This is an optimization exercise on Yosys and OpenROAD, whose aim is small area, not a production implementation.
The RTL was checked by simulation tests, not by an equivalence proof against the original design.
Power is estimated from default activity; no workload was simulated.

==> flow/config.mk <==
export PLATFORM = sky130hd
export DESIGN_NAME = whackGame
export DESIGN_NICKNAME = whackGame
export VERILOG_FILES = /design/flow/design.v
export SDC_FILE = /design/flow/constraint.sdc
export NUM_CORES = 4
export LEC_CHECK = 0
export CAP_MARGIN = 20
export CORE_MARGIN = 2
export CORE_UTILIZATION = 40
export SLEW_MARGIN = 20
==> flow/constraint.sdc <==
create_clock -name core_clock -period 30.0 [get_ports {Clock}]
set_input_delay 6.0000 -clock core_clock [delete_from_list [all_inputs] [get_ports {Clock}]]
set_output_delay 6.0000 -clock core_clock [all_outputs]
set_load 0.01 [all_outputs]
==> flow/design.v <==
package bcdPkg;
	typedef logic [3:0] bcdDigitT;  
	localparam int NumDigits = 4;  
	typedef bcdDigitT [NumDigits-1:0] bcdCountT;  
	function automatic bcdCountT bcdAdd(input bcdCountT a, input bcdCountT b);
		logic [4*NumDigits-1:0] aFlat;
		logic [4*NumDigits-1:0] bFlat;
		logic [4*NumDigits-1:0] result;
		logic carry;
		logic [4:0] digitSum;
		aFlat = a;
		bFlat = b;
		result = '0;
		carry = 1'b0;
		for (int i = 0; i < NumDigits; i++) begin
			digitSum = {1'b0, aFlat[4*i +: 4]} + {1'b0, bFlat[4*i +: 4]} + {4'b0, carry};
			carry = (digitSum > 5'd9);
			if (carry) begin
				digitSum = digitSum - 5'd10;  
			end
			result[4*i +: 4] = digitSum[3:0];
		end
		bcdAdd = result;
	endfunction
endpackage
package gamePkg;
	localparam int NumMoles = 8;  
	localparam int HeightMax = 20;  
	localparam int HeightWidth = 5;
	localparam int WaitCount = 4;  
	localparam int WaitWidth = $clog2(WaitCount + 1);
	typedef logic [HeightWidth-1:0] heightT;
	localparam int StepPeriod = 2;
	localparam int WaitPeriod = 4;
	localparam int TickWidth = $clog2((StepPeriod > WaitPeriod ? StepPeriod : WaitPeriod) + 1);
	localparam int LfsrWidth = 16;  
	localparam int SlotSpacing = 60;  
	localparam int SeqLength = NumMoles * SlotSpacing;
	localparam logic [1:0] WhackIdle = 2'b00;
	localparam logic [1:0] WhackPressed = 2'b01;
	localparam logic [1:0] WhackHit = 2'b11;
	localparam logic [1:0] MoleHiding = 2'b00;
	localparam logic [1:0] MoleRising = 2'b01;
	localparam logic [1:0] MoleWaiting = 2'b11;
	localparam logic [1:0] MoleLowering = 2'b10;
endpackage
`timescale 1ns/10ps
module tickGenerator (
	input logic Clock,
	input logic reset,
	output logic stepTick,
	output logic waitTick
);
	logic [1:0] strobes;  
	for (genvar t = 0; t < 2; t++) begin : gTick
		logic [gamePkg::TickWidth-1:0] count;
		logic [gamePkg::TickWidth-1:0] reload;
		assign reload = gamePkg::TickWidth'(((t == 0) ? gamePkg::StepPeriod :
			gamePkg::WaitPeriod) - 1);  
		always_ff @(posedge Clock or posedge reset) begin
			if (reset) begin
				count <= reload;
			end else if (count == '0) begin
				count <= reload;  
			end else begin
				count <= count - 1'b1;
			end
		end
		assign strobes[t] = (count == '0);
	end
	assign stepTick = strobes[0];
	assign waitTick = strobes[1];
endmodule
`timescale 1ns/10ps
module moleScheduler (
	input logic Clock,
	input logic reset,
	input logic loadSeed,
	input logic shift,
	output logic [gamePkg::NumMoles-1:0] riseRequest
);
	logic [gamePkg::LfsrWidth-1:0] seedCount;  
	logic [gamePkg::LfsrWidth-1:0] lfsr;
	logic feedback;
	logic [gamePkg::SeqLength-1:0] seqBits;  
	always_ff @(posedge Clock or posedge reset) begin
		if (reset) begin
			seedCount <= '0;
		end else begin
			seedCount <= seedCount + 1'b1;
		end
	end
	assign feedback = lfsr[0] ^ lfsr[2] ^ lfsr[3] ^ lfsr[5];
	always_ff @(posedge Clock or posedge reset) begin
		if (reset) begin
			lfsr <= '0;  
		end else if (loadSeed) begin
			lfsr <= seedCount;
		end else if (shift) begin
			lfsr <= {feedback, lfsr[gamePkg::LfsrWidth-1:1]};
		end
	end
	always_ff @(posedge Clock or posedge reset) begin
		if (reset) begin
			seqBits <= '0;
		end else if (shift) begin
			seqBits <= {seqBits[gamePkg::SeqLength-2:0], lfsr[0]};  
		end
	end
	for (genvar k = 0; k < gamePkg::NumMoles; k++) begin : gTap
		assign riseRequest[k] = seqBits[(k + 1) * gamePkg::SlotSpacing - 1];
	end
endmodule
`timescale 1ns/10ps
module whackDecoder (
	input logic Clock,
	input logic reset,
	input logic [gamePkg::NumMoles-1:0] switches,
	output logic [gamePkg::NumMoles-1:0] hit
);
	for (genvar m = 0; m < gamePkg::NumMoles; m++) begin : gSwitch
		logic [1:0] state;
		logic [1:0] nextState;
		always_comb begin
			nextState = state;
			case (state)
				gamePkg::WhackIdle: begin
					if (switches[m]) nextState = gamePkg::WhackPressed;
				end
				gamePkg::WhackPressed: begin
					if (!switches[m]) nextState = gamePkg::WhackHit;  
				end
				gamePkg::WhackHit: begin
					nextState = gamePkg::WhackIdle;  
				end
				default: begin
					nextState = gamePkg::WhackIdle;
				end
			endcase
		end
		always_ff @(posedge Clock or posedge reset) begin
			if (reset) begin
				state <= gamePkg::WhackIdle;
			end else begin
				state <= nextState;
			end
		end
		assign hit[m] = (state == gamePkg::WhackHit);
	end
endmodule
`timescale 1ns/10ps
module moleRiser (
	input logic Clock,
	input logic reset,
	input logic stepTick,
	input logic waitTick,
	input logic go,
	input logic hit,
	output gamePkg::heightT height,
	output logic hiding
);
	logic [1:0] state;
	logic [gamePkg::WaitWidth-1:0] waitCount;  
	always_ff @(posedge Clock or posedge reset) begin
		if (reset) begin
			state <= gamePkg::MoleHiding;
			height <= '0;
			waitCount <= '0;
		end else if (hit) begin
			state <= gamePkg::MoleHiding;
			height <= '0;
			waitCount <= '0;
		end else begin
			case (state)
				gamePkg::MoleHiding: begin
					if (go) begin
						state <= gamePkg::MoleRising;
					end
				end
				gamePkg::MoleRising: begin
					if (height == gamePkg::HeightMax) begin
						state <= gamePkg::MoleWaiting;  
					end else if (stepTick) begin
						height <= height + 1'b1;
					end
				end
				gamePkg::MoleWaiting: begin
					if (waitCount == gamePkg::WaitCount) begin
						state <= gamePkg::MoleLowering;
						waitCount <= '0;
					end else if (waitTick) begin
						waitCount <= waitCount + 1'b1;
					end
				end
				gamePkg::MoleLowering: begin
					if (height == '0) begin
						state <= gamePkg::MoleHiding;  
					end else if (stepTick) begin
						height <= height - 1'b1;
					end
				end
				default: begin
					state <= gamePkg::MoleHiding;
				end
			endcase
		end
	end
	assign hiding = (state == gamePkg::MoleHiding);
endmodule
`timescale 1ns/10ps
module scoreTally (
	input logic Clock,
	input logic reset,
	input logic [gamePkg::NumMoles-1:0] hit,
	input logic [gamePkg::NumMoles-1:0] hiding,
	input logic [gamePkg::NumMoles-1:0] riseRequest,
	output bcdPkg::bcdCountT totalScore,
	output bcdPkg::bcdCountT totalRise
);
	wire bcdPkg::bcdCountT [gamePkg::NumMoles-1:0] hitCounts;  
	wire bcdPkg::bcdCountT [gamePkg::NumMoles-1:0] riseCounts;  
	for (genvar m = 0; m < gamePkg::NumMoles; m++) begin : gMole
		bcdPkg::bcdCountT hitCount;
		bcdPkg::bcdCountT riseCount;
		always_ff @(posedge Clock or posedge reset) begin
			if (reset) begin
				hitCount <= '0;
			end else if (hit[m] && !hiding[m]) begin
				hitCount <= bcdPkg::bcdAdd(hitCount, bcdPkg::bcdCountT'(1));
			end
		end
		always_ff @(posedge Clock or posedge reset) begin
			if (reset) begin
				riseCount <= '0;
			end else if (riseRequest[m] && hiding[m]) begin
				riseCount <= bcdPkg::bcdAdd(riseCount, bcdPkg::bcdCountT'(1));  
			end
		end
		assign hitCounts[m] = hitCount;
		assign riseCounts[m] = riseCount;
	end
	always_comb begin
		totalScore = '0;
		totalRise = '0;
		for (int m = 0; m < gamePkg::NumMoles; m++) begin
			totalScore = bcdPkg::bcdAdd(totalScore, hitCounts[m]);
			totalRise = bcdPkg::bcdAdd(totalRise, riseCounts[m]);
		end
	end
endmodule
`timescale 1ns/10ps
module whackGame (
	input logic Clock,
	input logic reset,
	input logic [gamePkg::NumMoles-1:0] switches,
	input logic loadSeed,
	input logic shift,
	output gamePkg::heightT [gamePkg::NumMoles-1:0] moleHeights,
	output bcdPkg::bcdCountT totalScore,
	output bcdPkg::bcdCountT totalRise
);
	logic stepTick;
	logic waitTick;
	logic [gamePkg::NumMoles-1:0] riseRequest;
	logic [gamePkg::NumMoles-1:0] hit;
	logic [gamePkg::NumMoles-1:0] hiding;
	tickGenerator i_tickGenerator (
		.Clock(Clock),
		.reset(reset),
		.stepTick(stepTick),
		.waitTick(waitTick)
	);
	moleScheduler i_moleScheduler (
		.Clock(Clock),
		.reset(reset),
		.loadSeed(loadSeed),
		.shift(shift),
		.riseRequest(riseRequest)
	);
	whackDecoder i_whackDecoder (
		.Clock(Clock),
		.reset(reset),
		.switches(switches),
		.hit(hit)
	);
	for (genvar m = 0; m < gamePkg::NumMoles; m++) begin : gMole
		moleRiser i_moleRiser (
			.Clock(Clock),
			.reset(reset),
			.stepTick(stepTick),
			.waitTick(waitTick),
			.go(riseRequest[m]),
			.hit(hit[m]),
			.height(moleHeights[m]),
			.hiding(hiding[m])
		);
	end
	scoreTally i_scoreTally (
		.Clock(Clock),
		.reset(reset),
		.hit(hit),
		.hiding(hiding),
		.riseRequest(riseRequest),
		.totalScore(totalScore),
		.totalRise(totalRise)
	);
endmodule
==> flow/run.sh <==
#!/bin/bash
# synth_recipe.tcl (not shown) runs the flow's synth.tcl, then flattens the netlist and writes it again
# the make line also repeats each setting of config.mk as NAME=value (left out here)
make -C /OpenROAD-flow-scripts/flow DESIGN_CONFIG=/design/flow/config.mk WORK_HOME=/design/flow/orfs CLKGATE_MAP_FILE= SYNTH_SCRIPT=/design/flow/synth_recipe.tcl finish
==> results.sh <==
export IMPL_status="complete, no violations"
export IMPL_synth_edf_count=0
export IMPL_syn_area_per_cell_um2=9.99
export IMPL_grt_overflow_total=0
export IMPL_fin_tns_setup_ns=0
export IMPL_first_pass_iters=5
export IMPL_arrival_ns=18.47
export IMPL_path_clk_slew_ns=0.06
export IMPL_pre_cts_slack_ns=6.24
export IMPL_initial_utilization=0.401
export IMPL_die_y_um=388
export IMPL_cts_path_max_buffers=3
export IMPL_h_tree_depth=3
export IMPL_drc=0
export IMPL_cts_tree="yes"
export IMPL_io_buffers=83
export IMPL_yosys_area_top_type="dfrtp_1"
export IMPL_grt_pass1_vias=40552
export IMPL_period_minus_slack_ns=24.47
export IMPL_relSlewSlack=0.324
export IMPL_drv_slew=0
export IMPL_globalplace_congestion=0.801
export IMPL_io_pin_count=84
export IMPL_crit_path_start_kind="flip-flop"
export IMPL_ys_warn_count=5
export IMPL_setup_worst_path_class="reg2out"
export IMPL_end_kind="output port"
export IMPL_final_common_cell="dfrtp_1"
export IMPL_worstHoldPathType="reg2reg"
export IMPL_grt_use_total=0.148
export IMPL_tightest_slew_ns=1.01
export IMPL_nNetsFinal=6613
export IMPL_postCtsSetupBuffers=0
export IMPL_path_max_fanout=7
export IMPL_seq_area_frac_synth=0.369
export IMPL_maxCapViolations=0
export IMPL_antenna_found_initial=0
export IMPL_rsz0062_at_grt="no"
export IMPL_cpMostUsedCell="xor2_1"
export IMPL_cp_data_required_time_ns=24.00
export IMPL_die_area_mm2=0.151
export IMPL_vias=41495
export IMPL_rows=141
export IMPL_synth_area_mm2=0.0591
export IMPL_ys_ff_latch=870
export IMPL_yosysUniqueCellTypes=84
export IMPL_hpwl_mm=79.9
export IMPL_area_growth_pct=10.4
export IMPL_drtIter0Drc=1908
export IMPL_synthDominantCellAreaShare=0.367
export IMPL_skew_ns=0.0562
export IMPL_synth_main_ff_cell="dfrtp_1"
export IMPL_grt_max_degree=149
export IMPL_max_vdd_ir_drop_uv=45.0
export IMPL_antenna_left=0
export IMPL_cts_made_buffers=97
export IMPL_async_flop_share=1.00
export IMPL_layout_common_cells="dfrtp_1 (867), ha_1 (571), mux2_2 (519)"
export IMPL_p_per_area_mw_per_mm2=49.6
export IMPL_ctsRootBufferMaster="clkbuf_16"
export IMPL_routed_via_density=5.23
export IMPL_yosys_top_cells_area="dfrtp_1 (37%), ha_1 (12%), mux2_2 (9.9%)"
export IMPL_min_period_over_period=0.816
export IMPL_syn_nets=6601
export IMPL_hold_violations=0
export IMPL_worst_path_max_delay_cell="clkdlybuf4s50_1"
export IMPL_cts_resized=0
export IMPL_clkSinkCount=870
export IMPL_setup_slack_ns=5.53
export IMPL_grt_pass1_wl_mm=193
export IMPL_wire_per_inst_um=14.1
export IMPL_clkLatencyLatePin_ns=0.73
export IMPL_leakage_nw=31.0
export IMPL_core_area_mm2=0.147
export IMPL_drive_gt1_frac=0.141
export IMPL_wirelength_mm=112
export IMPL_syn_inst=5912
export IMPL_clock_fmax_mhz=40.9
export IMPL_finalSetupViolations=0
export IMPL_critical_path_max_stage_delay_ns=0.56
export IMPL_die_x_um=388
export IMPL_postCtsHoldBufs=0
state kept, by name, summed over array words and instances (netlist names):
register                      flops
i_moleScheduler.seqBits         480
i_scoreTally.gMole.hitCount     128
i_scoreTally.gMole.riseCount    128
gMole.i_moleRiser.height         40
gMole.i_moleRiser.waitCount      24
gMole.i_moleRiser.state          16
i_moleScheduler.lfsr             16
i_moleScheduler.seedCount        16
i_whackDecoder.gSwitch.state     16
i_tickGenerator.gTick.count       6
final cells by class:
class / instances / area, um^2
tap: 1930 / 2410
inverter: 427 / 1610
clock inverter: 41 / 706
multi-input combinational: 4418 / 34800
timing repair buffer: 110 / 1080
antenna: 1 / 2.50
sequential: 870 / 21800
fill: 13824 / 81900
clock buffer: 137 / 2790
metal layers:
layer  share of wire  up-vias  global-route usage  routed length [um]
met5               0        -                   0                   0
met4           0.020        0              0.0375                2190
li1                -    20863                   -                   -
met3           0.027      147              0.0214                2980
met1            0.48    20057               0.198               53800
met2            0.47      428               0.250               52800
critical path: cells and delay by family, from the launching register on:
kind | cells | cell delay, ns
fa+ha+maj | 18 | 6.05
simple gates | 11 | 1.07
flops | 1 | 0.46
buf+inv | 11 | 1.48
xor+xnor | 17 | 4.59
compound gates | 15 | 3.84
mux | 1 | 0.24
cells by family (layout without fill, tap and decap cells):
kind of cell               after synthesis  in the layout  synth area share
AOI/OAI and AO/OA                     1403           1403             0.149
adders and majority gates              677            677             0.157
and+or+nand+nor                       1338           1338             0.111
muxes                                  617            617             0.116
DFF                                    870            870             0.369
other                                    0              1                 0
xor gates and xnor gates               383            383            0.0568
buffers and inverters                  624            715            0.0415
per-stage QoR:
stage | hold WS, ns | cell area (um^2) | instances | utilization | power (mW)
finish | 0.442 | 65200 | 7934 | 0.443 | 3.23
global route | 0.462 | 65200 | 7933 | 0.443 | 3.44
CTS | 0.441 | 65200 | 7933 | 0.443 | 3.30
detailed placement | 0.437 | 61700 | 7755 | 0.419 | 1.97
global placement | 0.421 | 61700 | 7754 | 0.419 | 1.95
floorplan | 0.417 | 59100 | 5912 | - | 1.78
where the power goes:
part / switching (mW) / internal [mW] / total, mW / leakage (nW)
clock network: 0.518 / 0.774 / 1.29 / 1.69
logic: 0.388 / 0.313 / 0.701 / 17.3
registers: 0.0324 / 1.21 / 1.24 / 12.0
synth_stat cells (all sizes together) (15+ instances only):
cell type and instances:
nor3b 29, and3 18, nand3 139, mux2 519, nor4 20, buf 77
or3 26, dfrtp 867, a211oi 29, nand2 442, o22ai 15, o21ai 467
o21a 16, a221oi 22, nor2b 78, inv 427, a22o 27, a21o 104
a21oi 370, o31a 18, a31o 49, nor3 50, o31ai 40, fa 106
and2 49, ha 571, nor2 268, nand4 21, a21boi 38, xor2 122
or2 29, xnor2 261, clkbuf 120, a31oi 76, mux2i 98, nand2b 125
path summary, 6_finish.rpt:
check,from,endpoint,slack (ns),depth (start not counted)
max in group asynchronous,reset,i_moleScheduler.seqBits[22]$_DFFE_PP0P_,20.78,6
worst max register to register,i_scoreTally.gMole[6].hitCount[1]$_DFFE_PP0P_,i_scoreTally.gMole[6].hitCount[14]$_DFFE_PP0P_,22.09,35
worst min-delay path,i_whackDecoder.gSwitch[6].state[1]$_DFFE_PP0P_,i_whackDecoder.gSwitch[6].state[0]$_DFFE_PP0P_,0.44,1
min in group asynchronous,reset,i_scoreTally.gMole[7].riseCount[0]$_DFFE_PP0P_,5.69,2
worst max-delay path,i_scoreTally.gMole[0].riseCount[0]$_DFFE_PP0P_,totalRise[14],5.53,73
worst min register to register,i_whackDecoder.gSwitch[6].state[1]$_DFFE_PP0P_,i_whackDecoder.gSwitch[6].state[0]$_DFFE_PP0P_,0.44,1

[static timing again, ports no longer ideal]
No port has a modelled driver above. Below, the same layout with a new extraction and two added sets of constraints.
Step 1: set_driving_cell puts a clkbuf_16 on Clock and a buf_2 on each other input, an assumption about the parent block.
Step 2, shift: input delay + t, output delay - t, t = (earliest + latest rising clock arrival at the registers) / 2. This alone moves slack from input paths to output paths.
a / b / c = ideal ports / drivers / drivers and shift; a / b = the first two.
t, ns: 0.770
setup slack, ns: 5.526 / 5.453 / 6.223
cell pins on the clock port's net: 1
After both steps this run still meets setup and hold. For this run, drivers alone change the setup slack by -0.073 ns; drivers and shift together by +0.697 ns.
